What follows belongs to an exercise in optimizing a design on an open flow for small area, a short achievable clock period and few clock cycles; a production flow would make more cautious choices.
The RTL was checked by simulation tests, not by an equivalence proof against the original design.
Power and IR drop assume default switching activity.

==> flow/design.v <==
package cpu_pkg;
	typedef logic [8-1:0]             byte_t;
	typedef logic [$clog2(8)-1:0]    reg_addr_t;
	typedef logic [9-1:0]               pc_t;
	typedef logic [$clog2(256)-1:0]  mem_addr_t;
	typedef enum logic [3:0] {
		op_pass_imm,
		op_xori,
		op_addi,
		op_add,
		op_xor,
		op_and,
		op_or,
		op_sll,
		op_xorall,
		op_addr,
		op_bne,
		op_beq
	} alu_op_e;
	typedef enum logic [1:0] {
		st_idle,
		st_run,
		st_done
	} run_state_e;
endpackage
module cpu_ctrl (
	input  logic                   clk,
	input  logic                   arst_n,
	input  logic                   psel,
	input  logic                   penable,
	input  logic                   pwrite,
	input  logic [9-1:0] paddr,
	input  cpu_pkg::byte_t         pwdata,
	input  cpu_pkg::alu_op_e       alu_op,
	input  cpu_pkg::byte_t         imm,
	input  logic                   taken,
	output cpu_pkg::pc_t           pc,
	output logic                   busy,
	output logic                   core_en,
	output cpu_pkg::byte_t         status
);
	cpu_pkg::run_state_e state;
	logic       csr_write;
	logic       start;
	logic       is_branch;
	logic       at_halt;
	logic       done;
	assign csr_write = psel && penable && pwrite && (paddr == 9'h100);
	assign start = csr_write && pwdata[0] && (state != cpu_pkg::st_run);
	assign is_branch = (alu_op == cpu_pkg::op_bne) || (alu_op == cpu_pkg::op_beq);
	assign at_halt = (pc == 9'd26);
	always_ff @(posedge clk or negedge arst_n) begin
		if (!arst_n) begin
			state <= cpu_pkg::st_idle;
			pc    <= '0;
		end else if (start) begin
			state <= cpu_pkg::st_run;
			pc    <= '0;
		end else if (state == cpu_pkg::st_run) begin
			if (at_halt) begin
				state <= cpu_pkg::st_done;
			end else if (is_branch && taken) begin
				pc <= cpu_pkg::pc_t'(imm);
			end else begin
				pc <= pc + 1'b1;
			end
		end
	end
	assign busy = (state == cpu_pkg::st_run);
	assign done = (state == cpu_pkg::st_done);
	assign core_en = busy;
	assign status = {{(8-2){1'b0}}, done, busy};
endmodule
module program_table (
	input  cpu_pkg::pc_t       pc,
	output cpu_pkg::alu_op_e   alu_op,
	output cpu_pkg::reg_addr_t dst,
	output cpu_pkg::reg_addr_t src_a,
	output cpu_pkg::reg_addr_t src_b,
	output cpu_pkg::byte_t     imm,
	output logic               rf_write,
	output logic               mem_read,
	output logic               mem_write
);
	logic [23:0] word;
	logic [3:0]  op_bits;
	always_comb begin
		case (pc)
			9'd0:  word = {cpu_pkg::op_pass_imm, 3'd0, 3'd0, 3'd0, 8'd0, 3'b100};
			9'd1:  word = {cpu_pkg::op_addr, 3'd4, 3'd0, 3'd0, cpu_pkg::byte_t'(61), 3'b110};
			9'd2:  word = {cpu_pkg::op_addr, 3'd1, 3'd0, 3'd0, cpu_pkg::byte_t'(62), 3'b110};
			9'd3:  word = {cpu_pkg::op_addr, 3'd2, 3'd0, 3'd0, cpu_pkg::byte_t'(63), 3'b110};
			9'd4:  word = {cpu_pkg::op_pass_imm, 3'd3, 3'd0, 3'd0, 8'd0, 3'b100};
			9'd5:  word = {cpu_pkg::op_xori, 3'd5, 3'd2, 3'd0, 8'h20, 3'b100};
			9'd6:  word = {cpu_pkg::op_addr, 3'd0, 3'd3, 3'd5, cpu_pkg::byte_t'(64), 3'b001};
			9'd7:  word = {cpu_pkg::op_and, 3'd6, 3'd2, 3'd1, 8'd0, 3'b100};
			9'd8:  word = {cpu_pkg::op_xorall, 3'd6, 3'd6, 3'd0, 8'd0, 3'b100};
			9'd9:  word = {cpu_pkg::op_sll, 3'd2, 3'd2, 3'd0, 8'd1, 3'b100};
			9'd10: word = {cpu_pkg::op_or, 3'd2, 3'd2, 3'd6, 8'd0, 3'b100};
			9'd11: word = {cpu_pkg::op_addi, 3'd3, 3'd3, 3'd0, 8'd1, 3'b100};
			9'd12: word = {cpu_pkg::op_bne, 3'd0, 3'd3, 3'd4, 8'd5, 3'b000};
			9'd13: word = {cpu_pkg::op_add, 3'd7, 3'd4, 3'd0, 8'd0, 3'b100};
			9'd14: word = {cpu_pkg::op_pass_imm, 3'd3, 3'd0, 3'd0, 8'd0, 3'b100};
			9'd15: word = {cpu_pkg::op_pass_imm, 3'd4, 3'd0, 3'd0, cpu_pkg::byte_t'(59), 3'b100};
			9'd16: word = {cpu_pkg::op_addr, 3'd5, 3'd3, 3'd0, 8'd0, 3'b110};
			9'd17: word = {cpu_pkg::op_xor, 3'd5, 3'd5, 3'd2, 8'd0, 3'b100};
			9'd18: word = {cpu_pkg::op_addr, 3'd0, 3'd7, 3'd5, cpu_pkg::byte_t'(64), 3'b001};
			9'd19: word = {cpu_pkg::op_and, 3'd6, 3'd2, 3'd1, 8'd0, 3'b100};
			9'd20: word = {cpu_pkg::op_xorall, 3'd6, 3'd6, 3'd0, 8'd0, 3'b100};
			9'd21: word = {cpu_pkg::op_sll, 3'd2, 3'd2, 3'd0, 8'd1, 3'b100};
			9'd22: word = {cpu_pkg::op_or, 3'd2, 3'd2, 3'd6, 8'd0, 3'b100};
			9'd23: word = {cpu_pkg::op_addi, 3'd3, 3'd3, 3'd0, 8'd1, 3'b100};
			9'd24: word = {cpu_pkg::op_addi, 3'd7, 3'd7, 3'd0, 8'd1, 3'b100};
			9'd25: word = {cpu_pkg::op_bne, 3'd0, 3'd3, 3'd4, 8'd16, 3'b000};
			default: word = {cpu_pkg::op_bne, 3'd0, 3'd0, 3'd0, 8'd0, 3'b000};
		endcase
	end
	assign {op_bits, dst, src_a, src_b, imm, rf_write, mem_read, mem_write} = word;
	assign alu_op = cpu_pkg::alu_op_e'(op_bits);
endmodule
module reg_file (
	input  logic               clk,
	input  logic               we,
	input  cpu_pkg::reg_addr_t waddr,
	input  cpu_pkg::byte_t     wdata,
	input  cpu_pkg::reg_addr_t raddr_a,
	input  cpu_pkg::reg_addr_t raddr_b,
	output cpu_pkg::byte_t     rdata_a,
	output cpu_pkg::byte_t     rdata_b
);
	cpu_pkg::byte_t regs [8];
	always_ff @(posedge clk) begin
		if (we) begin
			regs[waddr] <= wdata;
		end
	end
	assign rdata_a = regs[raddr_a];
	assign rdata_b = regs[raddr_b];
endmodule
module alu (
	input  cpu_pkg::alu_op_e   alu_op,
	input  cpu_pkg::byte_t     a,
	input  cpu_pkg::byte_t     b,
	input  cpu_pkg::byte_t     imm,
	output cpu_pkg::byte_t     result,
	output cpu_pkg::mem_addr_t mem_addr,
	output logic               taken
);
	always_comb begin
		result = '0;
		taken  = 1'b0;
		case (alu_op)
			cpu_pkg::op_pass_imm: result = imm;
			cpu_pkg::op_xori:     result = a ^ imm;
			cpu_pkg::op_addi:     result = a + imm;
			cpu_pkg::op_add:      result = a + b;
			cpu_pkg::op_xor:      result = a ^ b;
			cpu_pkg::op_and:      result = a & b;
			cpu_pkg::op_or:       result = a | b;
			cpu_pkg::op_sll:      result = a << imm[2:0];
			cpu_pkg::op_xorall:   result = cpu_pkg::byte_t'(^a);
			cpu_pkg::op_addr:     result = a + imm;
			cpu_pkg::op_bne:      taken = (a != b);
			cpu_pkg::op_beq:      taken = (a == b);
			default:     result = '0;
		endcase
	end
	assign mem_addr = cpu_pkg::mem_addr_t'(a + imm);
endmodule
module data_mem (
	input  logic                   clk,
	input  logic                   busy,
	input  logic                   core_we,
	input  cpu_pkg::mem_addr_t     core_addr,
	input  cpu_pkg::byte_t         core_wdata,
	output cpu_pkg::byte_t         core_rdata,
	input  logic                   psel,
	input  logic                   penable,
	input  logic                   pwrite,
	input  logic [9-1:0] paddr,
	input  cpu_pkg::byte_t         pwdata,
	output cpu_pkg::byte_t         mem_rdata,
	output logic                   mem_ready
);
	cpu_pkg::byte_t     mem [256];
	cpu_pkg::mem_addr_t host_addr;
	logic      host_we;
	logic      wr_en;
	cpu_pkg::mem_addr_t wr_addr;
	cpu_pkg::byte_t     wr_data;
	assign host_addr = paddr[$clog2(256)-1:0];
	assign host_we = psel && penable && pwrite && !paddr[9-1];
	always_comb begin
		if (busy) begin
			wr_en   = core_we;
			wr_addr = core_addr;
			wr_data = core_wdata;
		end else begin
			wr_en   = host_we;
			wr_addr = host_addr;
			wr_data = pwdata;
		end
	end
	always_ff @(posedge clk) begin
		if (wr_en) begin
			mem[wr_addr] <= wr_data;
		end
	end
	assign core_rdata = mem[core_addr];
	assign mem_rdata  = mem[host_addr];
	assign mem_ready = !busy;
endmodule
module parity_cpu_top (
	input  logic                   clk,
	input  logic                   arst_n,
	input  logic                   psel,
	input  logic                   penable,
	input  logic                   pwrite,
	input  logic [9-1:0] paddr,
	input  cpu_pkg::byte_t         pwdata,
	output cpu_pkg::byte_t         prdata,
	output logic                   pready,
	output logic                   pslverr
);
	cpu_pkg::pc_t       pc;
	logic      busy;
	logic      core_en;
	cpu_pkg::byte_t     status;
	cpu_pkg::alu_op_e   alu_op;
	cpu_pkg::reg_addr_t dst;
	cpu_pkg::reg_addr_t src_a;
	cpu_pkg::reg_addr_t src_b;
	cpu_pkg::byte_t     imm;
	logic      rf_write;
	logic      mem_read;
	logic      mem_write;
	cpu_pkg::byte_t     rdata_a;
	cpu_pkg::byte_t     rdata_b;
	cpu_pkg::byte_t     result;
	cpu_pkg::mem_addr_t mem_addr;
	logic      taken;
	cpu_pkg::byte_t     core_rdata;
	cpu_pkg::byte_t     mem_rdata;
	logic      mem_ready;
	cpu_pkg::byte_t     wb_data;
	logic      csr_sel;
	assign csr_sel = paddr[9-1];
	assign wb_data = mem_read ? core_rdata : result;
	assign prdata  = csr_sel ? status : mem_rdata;
	assign pready  = csr_sel ? 1'b1 : mem_ready;
	assign pslverr = 1'b0;
	cpu_ctrl u_ctrl (
		.clk     (clk),
		.arst_n  (arst_n),
		.psel    (psel),
		.penable (penable),
		.pwrite  (pwrite),
		.paddr   (paddr),
		.pwdata  (pwdata),
		.alu_op  (alu_op),
		.imm     (imm),
		.taken   (taken),
		.pc      (pc),
		.busy    (busy),
		.core_en (core_en),
		.status  (status)
	);
	program_table u_prog (
		.pc        (pc),
		.alu_op    (alu_op),
		.dst       (dst),
		.src_a     (src_a),
		.src_b     (src_b),
		.imm       (imm),
		.rf_write  (rf_write),
		.mem_read  (mem_read),
		.mem_write (mem_write)
	);
	reg_file u_rf (
		.clk     (clk),
		.we      (rf_write && core_en),
		.waddr   (dst),
		.wdata   (wb_data),
		.raddr_a (src_a),
		.raddr_b (src_b),
		.rdata_a (rdata_a),
		.rdata_b (rdata_b)
	);
	alu u_alu (
		.alu_op   (alu_op),
		.a        (rdata_a),
		.b        (rdata_b),
		.imm      (imm),
		.result   (result),
		.mem_addr (mem_addr),
		.taken    (taken)
	);
	data_mem u_mem (
		.clk        (clk),
		.busy       (busy),
		.core_we    (mem_write && core_en),
		.core_addr  (mem_addr),
		.core_wdata (rdata_b),
		.core_rdata (core_rdata),
		.psel       (psel),
		.penable    (penable),
		.pwrite     (pwrite),
		.paddr      (paddr),
		.pwdata     (pwdata),
		.mem_rdata  (mem_rdata),
		.mem_ready  (mem_ready)
	);
endmodule
==> flow/run.sh <==
#!/bin/bash
# synth_recipe.tcl (not shown) runs the flow's synth.tcl, then flattens the netlist and writes it again
# the make line also repeats each setting of config.mk as NAME=value (left out here)
make -C /OpenROAD-flow-scripts/flow DESIGN_CONFIG=/design/flow/config.mk WORK_HOME=/design/flow/orfs CLKGATE_MAP_FILE= SYNTH_SCRIPT=/design/flow/synth_recipe.tcl finish
==> flow/config.mk <==
export PLATFORM = sky130hd
export DESIGN_NAME = parity_cpu_top
export DESIGN_NICKNAME = parity_cpu_top
export VERILOG_FILES = /design/flow/design.v
export SDC_FILE = /design/flow/constraint.sdc
export NUM_CORES = 4
export LEC_CHECK = 0
export CAP_MARGIN = 20
export CORE_MARGIN = 2
export CORE_UTILIZATION = 40
export SLEW_MARGIN = 20
==> flow/constraint.sdc <==
create_clock -name core_clock -period 10.0 [get_ports {clk}]
set_input_delay 2.0000 -clock core_clock [delete_from_list [all_inputs] [get_ports {clk}]]
set_output_delay 2.0000 -clock core_clock [all_outputs]
set_load 0.01 [all_outputs]
==> results of run 1 <==
-- logic make-up (layout without fill, tap and decap cells) --
group / after synthesis / in the layout / share of synthesized area [%]
flip-flops: 2123 / 2123 / 62.6
multiplexers: 1413 / 1413 / 30.3
buffers and inverters: 436 / 638 / 1.78
XOR/XNOR: 33 / 33 / 0.303
AO/OA/AOI/OAI: 254 / 254 / 1.77
adder cells (fa/ha/maj): 34 / 34 / 0.433
other: 1 / 16 / 0.00369
AND/OR/NAND/NOR: 666 / 666 / 2.81
-- final timing paths --
check                                         endpoint  slack [ps]  depth (start not counted)
max                                          prdata[1]        1600                          9
min                        u_ctrl.state[0]$_DFFE_PN0P_         560                          1
max reg2reg                  u_rf.regs[4][2]$_DFFE_PP_        1610                         23
min reg2reg                u_ctrl.state[0]$_DFFE_PN0P_         560                          1
max in group asynchronous     u_ctrl.pc[3]$_DFFE_PN0P_        8170                          1
min in group asynchronous     u_ctrl.pc[2]$_DFFE_PN0P_        1470                          1
-- worst max-delay path, cell delays in order --
cell and delay, ps:
clkdlybuf4s50_1 660, inv_8 420, buf_12 470, mux4_2 660, mux4_2 630, mux4_2 490
nand2_1 240, o31ai_1 120, clkdlybuf4s50_1 500
-- flip-flops by register name, summed over array words and instances, names as in the netlist --
signal and count:
u_mem.mem 2048, u_ctrl.state 2, u_ctrl.pc 9, u_rf.regs 64
-- layer usage --
| layer | wire length, um | vias up | track usage [%] |
|---|---|---|---|
| met5 | 0 | - | 0 |
| li1 | - | 21603 | - |
| met3 | 32400 | 480 | 5.74 |
| met2 | 149000 | 3798 | 37.5 |
| met4 | 11100 | 0 | 8.29 |
| met1 | 126000 | 30994 | 34.5 |
-- placed cells by master, fill, tap and decap left out, drive strengths merged, types with 5 or more instances in the layout --
| cell type | instances |
|---|---|
| clkdlybuf4s50 | 26 |
| xor2 | 8 |
| edfxtp | 2112 |
| inv | 51 |
| mux4 | 1325 |
| xnor2 | 25 |
| a21o | 6 |
| nor2b | 11 |
| diode | 15 |
| and2 | 27 |
| clkbuf | 263 |
| or3 | 7 |
| buf | 156 |
| a31oi | 17 |
| dfrtp | 11 |
| o221ai | 8 |
| nor2 | 310 |
| and3 | 6 |
| a211oi | 23 |
| nor3 | 27 |
| a21oi | 42 |
| clkinvlp | 13 |
| a221oi | 11 |
| a22o | 5 |
| a311oi | 5 |
| ha | 32 |
| a22oi | 9 |
| o22ai | 5 |
| nand2 | 203 |
| nand3 | 31 |
| mux2 | 20 |
| o211ai | 22 |
| clkinv | 113 |
| nand2b | 21 |
| bufinv | 16 |
| o32ai | 7 |
| mux2i | 68 |
| nor4 | 7 |
| o21ai | 55 |
-- layout make-up --
class / count / area, um2
multi-input combinational: 2401 / 36500
timing repair buffer: 182 / 2100
antenna: 15 / 37.5
fill: 21118 / 140000
clock inverter: 149 / 1320
tap: 3366 / 4210
sequential: 2123 / 63700
inverter: 44 / 173
clock buffer: 263 / 5730
-- power by group --
part | total, mW | switching [mW] | internal (mW)
combinational | 0.926 | 0.572 | 0.354
sequential | 9.79 | 0.00213 | 9.78
clock | 8.08 | 3.57 | 4.50
-- metrics by stage --
step	utilization (%)	hold WS, ps	power (mW)	setup slack, ps	setup TNS (ps)
6_report	44.9	562	18.8	1600	0
3_5_place_dp	42.1	541	10.9	1580	0
4_1_cts	44.8	563	18.9	1570	0
5_1_grt	44.9	577	19.2	1340	0
3_3_place_gp	42.0	538	10.9	1580	0
2_1_floorplan	-	486	10.6	-4310	-3287140
==> out/qor.yml, run 1 <==
timing:
  finalSetupViolations: 0
  hold_viol: 0
  fin_crit_sh_pct: 84.0
  tightest_slew_ps: 1170
  relSlewSlack_pct: 22.1
  slew_viol_final: 0
  max_freq_ghz: 0.119
  rsz0062_at_grt: "no"
  clock_skew_ps: 70.6
  fin_crit_ps: 8400
layout:
  num-nets-final: 5028
  stdcell_count: 8543
  drive_above_1_share_pct: 36.6
  finalInstanceArea_um2: 114000
  syn_to_final_growth_pct: 11.8
clocking:
  cts_buffers: 220
  cts_sinks: 2123
  cts.repair.resized: 0
  clock_path_buffers: 3
  post_cts_buffers: 0
  cts_root_buf: "clkbuf_16"
  hold_buffers: 0
  cts_tree: "done"
  htree_levels: 4
  clock_latency_ps: 910
  clkTransAtPathRegs_ps: 60
setup_path:
  critPathCaptureType: "output port"
  required_ps: 8000
  crit_type: "in2out"
  startpoint: "paddr[4]"
  r2r-start: "u_ctrl.pc[1]$_DFFE_PN0P_"
  critPathArrivalTime_ps: 6400
  worstPathMaxFanout: 48
  start_kind: "primary input"
floorplan:
  start_util_pct: 40.1
  std_cell_rows: 185
  io_pins: 32
  die_w_um: 508
  dieHeight_um: 508
  dieArea_um2: 258000
  coreArea_um2: 253000
detailed_routing:
  via_per_inst: 6.66
  vias: 56875
  drc_errors: 0
  ant_nets: 0
  drt-initial-drc-count: 8639
  dr.pass1.iters: 5
  finalWirelength_mm: 318
  post_drt_wl_per_cell_um: 37.2
outcome:
  status: "timing/DRC/antenna clean"
power_and_ir_drop:
  vdd_drop_max_v: 0.000156
  p_per_area_nw_per_um2: 165
  p_leak_nw: 34.4
synthesis:
  ys_seq_area_share_pct: 62.6
  yosys_warnings: 5
  synth_edf_count: 2112
  async_reset_ff_share_pct: 0.518
  syn_inst: 4960
  ys_seq_elements: 2123
  synth_area_leaders: "edfxtp_1 62%, mux4_2 29%, nor2_1 1.1%"
  yosysUniqueCellTypes: 83
  yosys-top-cells-count: "2112 x edfxtp_1, 1325 x mux4_2, 310 x nor2_1"
  syn_area_um2: 102000
  syn_avg_cell_area_um2: 20.5
  post-synth-top-count-cell: "edfxtp_1"
  yosys.area.top_type: "edfxtp_1"
  yosysTopAreaCellShare_pct: 62.4
  synthFlopType: "edfxtp_1"
  syn-num-nets: 5016
placement:
  numPortBuffers: 30
  dp.cells: 8114
  gp_congestion: 0.898
  place_area_um2: 107000
  dp_hpwl_mm: 202
global_route:
  grt_pass1_wl_mm: 446
  grt_pass1_vias: 55658
  grt_remaining_overflow: 0
  track_usage_pct: 24.5
  grt_max_degree: 256
  grt_antenna_before_repair: 16
min_path:
  hp-start: "u_ctrl.state[0]$_DFFE_PN0P_"
  hold_class: "reg2reg"
job:
  cap_viol_max_count: 0
Testbench counts, summed over its fixed seeds: cycles 37,342.
==> run 2: changes to the inputs <==
==> flow/design.v (replaced) <==
package cpu_pkg;
	typedef logic [8-1:0]             byte_t;
	typedef logic [$clog2(8)-1:0]    reg_addr_t;
	typedef logic [9-1:0]               pc_t;
	typedef logic [$clog2(256)-1:0]  mem_addr_t;
	typedef enum logic [3:0] {
		op_pass_imm,
		op_xori,
		op_addi,
		op_add,
		op_xor,
		op_and,
		op_or,
		op_sll,
		op_xorall,
		op_addr,
		op_bne,
		op_beq
	} alu_op_e;
	typedef enum logic [1:0] {
		st_idle,
		st_run,
		st_done
	} run_state_e;
endpackage
module parity_cpu_top (
	input  logic                   clk,
	input  logic                   arst_n,
	input  logic                   psel,
	input  logic                   penable,
	input  logic                   pwrite,
	input  logic [9-1:0] paddr,
	input  cpu_pkg::byte_t         pwdata,
	output cpu_pkg::byte_t         prdata,
	output logic                   pready,
	output logic                   pslverr
);
	logic [7:0] mem [256];
	logic       busy;
	logic       done;
	logic [7:0] wp;       
	logic [5:0] ri;       
	logic [7:0] s;        
	logic [7:0] pad_end;
	logic       in_pad;
	logic       ready_q;
	logic       st_sel_q;
	logic       hw_v;
	logic [7:0] hw_a;
	logic [7:0] hw_d;
	logic [7:0] pred;
	logic [7:0] pf;
	logic       pf_valid;
	logic       access;
	logic       complete;
	logic       mem_sel;
	logic       start;
	logic       pref;
	logic [7:0] ra;
	logic [7:0] rd;
	logic       wen;
	logic [7:0] wa;
	logic [7:0] wd;
	logic       run_msg;
	logic       run_wr;
	logic       hit_w;
	logic       pend;
	logic       ready_d;
	logic [7:0] s_next;
	assign access   = psel && penable;
	assign complete = access && ready_q;
	assign mem_sel  = !paddr[9-1];
	assign start    = complete && pwrite && (paddr == 9'h100) && pwdata[0] && !busy;
	assign pad_end = mem[61] + 8'(64);
	assign in_pad  = (wp < pad_end);
	assign s_next  = {s[6:0], ^(s & mem[62])};
	assign pref    = !pf_valid;
	assign ra      = pref ? pred : {2'b00, ri};
	assign rd      = mem[ra];
	assign run_msg = busy && !in_pad && !pref;
	assign run_wr  = busy && (in_pad || !pref);
	always_comb begin
		if (busy) begin
			wen = run_wr;
			wa  = wp;
			wd  = in_pad ? (s ^ 8'h20) : (rd ^ s);
		end else begin
			wen = hw_v;
			wa  = hw_a;
			wd  = hw_d;
		end
	end
	always_ff @(posedge clk) begin
		if (wen) mem[wa] <= wd;
	end
	assign hit_w = wen && (wa == pred);
	assign pend  = busy && (pred >= wp) && !(run_wr && wp == pred);
	always_comb begin
		if (!psel) ready_d = 1'b0;
		else if (!mem_sel) ready_d = 1'b1;
		else if (pwrite) ready_d = !busy;
		else ready_d = (paddr[7:0] == pred) && !pend;
	end
	always_ff @(posedge clk or negedge arst_n) begin
		if (!arst_n) begin
			ready_q  <= 1'b0;
			busy     <= 1'b0;
			done     <= 1'b0;
			pf_valid <= 1'b0;
		end else begin
			ready_q <= ready_d && !complete;
			if (start) begin
				busy <= 1'b1;
				done <= 1'b0;
			end else if (run_msg && ri == 6'(59 - 1)) begin
				busy <= 1'b0;
				done <= 1'b1;
			end
			if (complete && mem_sel) pf_valid <= 1'b0;
			else if (psel && mem_sel && !pwrite && paddr[7:0] != pred) pf_valid <= 1'b0;
			else pf_valid <= 1'b1;
		end
	end
	always_ff @(posedge clk) begin
		st_sel_q <= !mem_sel;
		hw_v <= complete && mem_sel && pwrite;
		hw_a <= paddr[7:0];
		hw_d <= pwdata;
		if (complete && mem_sel) pred <= paddr[7:0] + 8'd1;
		else if (psel && mem_sel && !pwrite) pred <= paddr[7:0];
		if (pref) pf <= hit_w ? wd : rd;
		else if (hit_w) pf <= wd;
		if (start) begin
			wp <= 8'(64);
			ri <= '0;
			s  <= mem[63];
		end else if (run_wr) begin
			wp <= wp + 8'd1;
			s  <= s_next;
			if (run_msg) ri <= ri + 6'd1;
		end
	end
	assign prdata  = st_sel_q ? {6'b0, done, busy} : pf;
	assign pready  = ready_q;
	assign pslverr = 1'b0;
endmodule
==> run 2 against run 1 <==
  * Still clean
  * Register-to-register slack improved by 1500 ps
  * Sequential power increased by 32%
  * Global-route usage decreased by 2.7 points
  * Largest cell class unchanged
  * Highest routed layer is now met5
==> out/qor.yml, run 2 <==
detailed_routing:
  vias: 48918
  via_per_inst: 5.91
  drt-initial-drc-count: 6244
  post_drt_wl_per_cell_um: 28.9
  ant_nets: 0
  drc_errors: 0
  dr.pass1.iters: 6
  finalWirelength_mm: 239
synthesis:
  synth_edf_count: 2072
  synth-compound-area-share_pct: 5.12
  yosys.area_share.simple_pct: 8.87
  ys_seq_elements: 2108
  post-synth-top-count-cell: "edfxtp_1"
  yosys-top-cells-count: "2072 x edfxtp_1, 883 x nand2_1, 422 x nand3_1"
  ys_seq_area_share_pct: 74.2
  yosysUniqueCellTypes: 84
  syn_area_um2: 84900
  async_reset_ff_share_pct: 0.190
  synthFlopType: "edfxtp_1"
  yosys_warnings: 1
  yosysTopAreaCellShare_pct: 73.3
  syn_avg_cell_area_um2: 16.1
  syn_inst: 5278
  synth_fa_ha_area_share_pct: 0.295
  synthXorXnorAreaFrac_pct: 0.475
  syn-num-nets: 5320
  synthMuxAreaShare_pct: 8.47
  synth_top_family_by_area: "simple AND/OR/NAND/NOR gates"
  synth_area_leaders: "edfxtp_1 73%, mux4_2 6.0%, nand2_1 3.9%"
  yosys.area.top_type: "edfxtp_1"
setup_path:
  r2r_cells: 13
  rrSetupSlack_ps: 3060
  start_kind: "flip-flop"
  path_buf_inv: 3
  critPathMostFrequentCell: "buf_4"
  critPathCaptureType: "flip-flop"
  critPathArrivalTime_ps: 7470
  worstPathMaxFanout: 163
  cp_slowest_cell: "a21oi_4"
  crit_chain: "buf_4, mux2_8, buf_4, mux4_1, or2_2, a311oi_1, a221oi_1, a31oi_1, a2111oi_4, nand2_1, xor2_1, a21oi_4, buf_12"
  r2r-start: "pf_valid$_DFF_PN0_"
  reg2reg_to: "mem[206][0]$_DFFE_PP_"
  required_ps: 10530
  crit_type: "reg2reg"
  crit_path_max_incr_delay_ps: 860
  crit_family: "compound AO/OA/AOI/OAI gates"
  cp.depth: 13
floorplan:
  dieArea_um2: 216000
  std_cell_rows: 169
  io_pins: 32
  dieHeight_um: 465
  start_util_pct: 40.2
  coreArea_um2: 211000
  die_w_um: 465
layout:
  largest_reg_flops: 2048
  syn_to_final_growth_pct: 11.2
  final_common_cell: "edfxtp_1"
  top_register: "mem"
  num-nets-final: 5328
  register_area_um2: 63000
  fill_cells: 18364
  final_util_pct: 44.7
  drive_above_1_share_pct: 12.7
  final_cell_mix: "2072 x edfxtp_1, 881 x nand2_1, 417 x nand3_1"
  multiInputGateArea_um2: 20100
clocking:
  htree_levels: 4
  cts_tree: "done"
  cts_sinks: 2108
  clkTransAtPathRegs_ps: 60
  cts_root_buf: "clkbuf_16"
  cts.repair.resized: 0
  cts_buffers: 205
  hold_buffers: 0
  clock_path_buffers: 3
  clock_latency_ps: 870
  post_cts_buffers: 0
power_and_ir_drop:
  p_per_area_nw_per_um2: 324
  p_leak_nw: 29.6
  vdd_drop_max_v: 0.000654
outcome:
  status: "timing/DRC/antenna clean"
timing:
  clock_skew_ps: 45.4
  slew_viol_final: 0
  setup_tns_ps: 0
  rsz0062_at_grt: "no"
  setup_ws_ps: 3060
  max_freq_ghz: 0.144
  fin_crit_ps: 6940
  relSlewSlack_pct: 19.4
  hold_viol: 0
  hold_slack_ps: 520
  fin_crit_sh_pct: 69.4
  tightest_slew_ps: 1210
  finalSetupViolations: 0
global_route:
  grt_max_degree: 218
  grt_pass1_wl_mm: 344
  grt_remaining_overflow: 0
  grt_pass1_vias: 46934
  track_usage_pct: 21.8
  grt_antenna_before_repair: 11
min_path:
  hp-start: "done$_DFFE_PN0P_"
  worst_hold_path.endpoint: "done$_DFFE_PN0P_"
  hold_class: "reg2reg"
  holdPathStages: 2
placement:
  dp_hpwl_mm: 138
  numPortBuffers: 30
  dpl_worst_slack_ps: 3210
  gp_congestion: 0.874
job:
  cap_viol_max_count: 0
-- run 2: power breakdown --
part	leakage (nW)	switching [mW]	internal (mW)
Combinational	7.60	7.77	2.46
Sequential	18.9	0.140	12.8
Clock	3.08	3.35	4.06
-- run 2: layer usage --
layer	part of all wire [%]	up-vias	wire length [um]	global-route usage [%]
met5	0.0067	-	16	0
met4	3.5	2	8350	7.59
met2	46	2517	109000	33.3
met3	9.6	429	23100	4.23
li1	-	20660	-	-
met1	41	25310	98400	31.2
-- run 2: metrics by stage --
stage | std cells | power, mW | instance area, um2
2_1_floorplan | 5278 | 19.7 | 84900
3_3_place_gp | 7897 | 23.1 | 88000
3_5_place_dp | 7898 | 23.3 | 88000
4_1_cts | 8272 | 30.6 | 94400
5_1_grt | 8275 | 31.6 | 94400
6_report | 8276 | 30.6 | 94400
-- run 2: worst register-to-register path, stage by stage, from the launching register on --
cell and delay (ps):
dfrtp_2 340, buf_4 440, mux2_8 840, buf_4 630, mux4_1 640, or2_2 280
a311oi_1 420, a221oi_1 110, a31oi_1 830, a2111oi_4 180, nand2_1 150, xor2_1 110
a21oi_4 860, buf_12 590
-- run 2: worst max path at each step --
stage	endpoint	slack [ps]	from
after floorplan	mem[0][4]$_DFFE_PP_	2440	pf_valid$_DFF_PN0_
after global placement	mem[192][0]$_DFFE_PP_	3290	pf_valid$_DFF_PN0_
after detailed placement	mem[86][0]$_DFFE_PP_	3210	pf_valid$_DFF_PN0_
after CTS	mem[112][0]$_DFFE_PP_	3170	pf_valid$_DFF_PN0_
after global routing	mem[205][0]$_DFFE_PP_	2740	pf_valid$_DFF_PN0_
final	mem[206][0]$_DFFE_PP_	3060	pf_valid$_DFF_PN0_
-- run 2: cells by family after synthesis --
kind of cell	after synthesis
other	1
buffers and inverters	365
DFF	2108
adders and majority gates	20
AOI/OAI and AO/OA	572
xor gates and xnor gates	46
muxes	405
and+or+nand+nor	1761
-- run 2: area by class of cell --
type | count | area share (%)
flip-flops and latches | 2108 | 66.7
clock inverters | 126 | 1.10
diodes | 2 | 0.00530
clock buffers | 248 | 5.65
well taps | 2821 | 3.74
multi-input cells | 2805 | 21.3
repair buffers | 135 | 1.47
inverters | 31 | 0.123
Testbench counts of run 2, summed over its fixed seeds: cycles 9,990.

[static timing again, ports no longer ideal]
No port has a modelled driver above. Below, the same layouts with a new extraction and two added sets of constraints.
Step 1 (the two cells are an assumption about what drives the block):
set clk [get_ports {clk}]
set_driving_cell -lib_cell sky130_fd_sc_hd__clkbuf_16 $clk
set_driving_cell -lib_cell sky130_fd_sc_hd__buf_2 [delete_from_list [all_inputs] $clk]
Step 2 adds t to the input delays and takes it off the output delays; t is the mean of the earliest and latest rising clock arrival at the registers after step 1. Input paths then give back, and output paths get back, about the clock's delay inside the block.
Slacks: no drivers / after step 1 / after step 2; pairs: no drivers / after step 1.
run | t (ns) | setup WS [ns] | cell pins on the clock port's net
run 1 | 0.970 | 1.600 / 1.577 / 1.577 | 1
run 2 | 0.936 | 3.061 / 3.061 / 3.061 | 1
After both steps setup and hold are still met in every run listed. The setup slack of run 1, which loses most, moves by -0.023 ns with the drivers and by -0.023 ns with both steps.
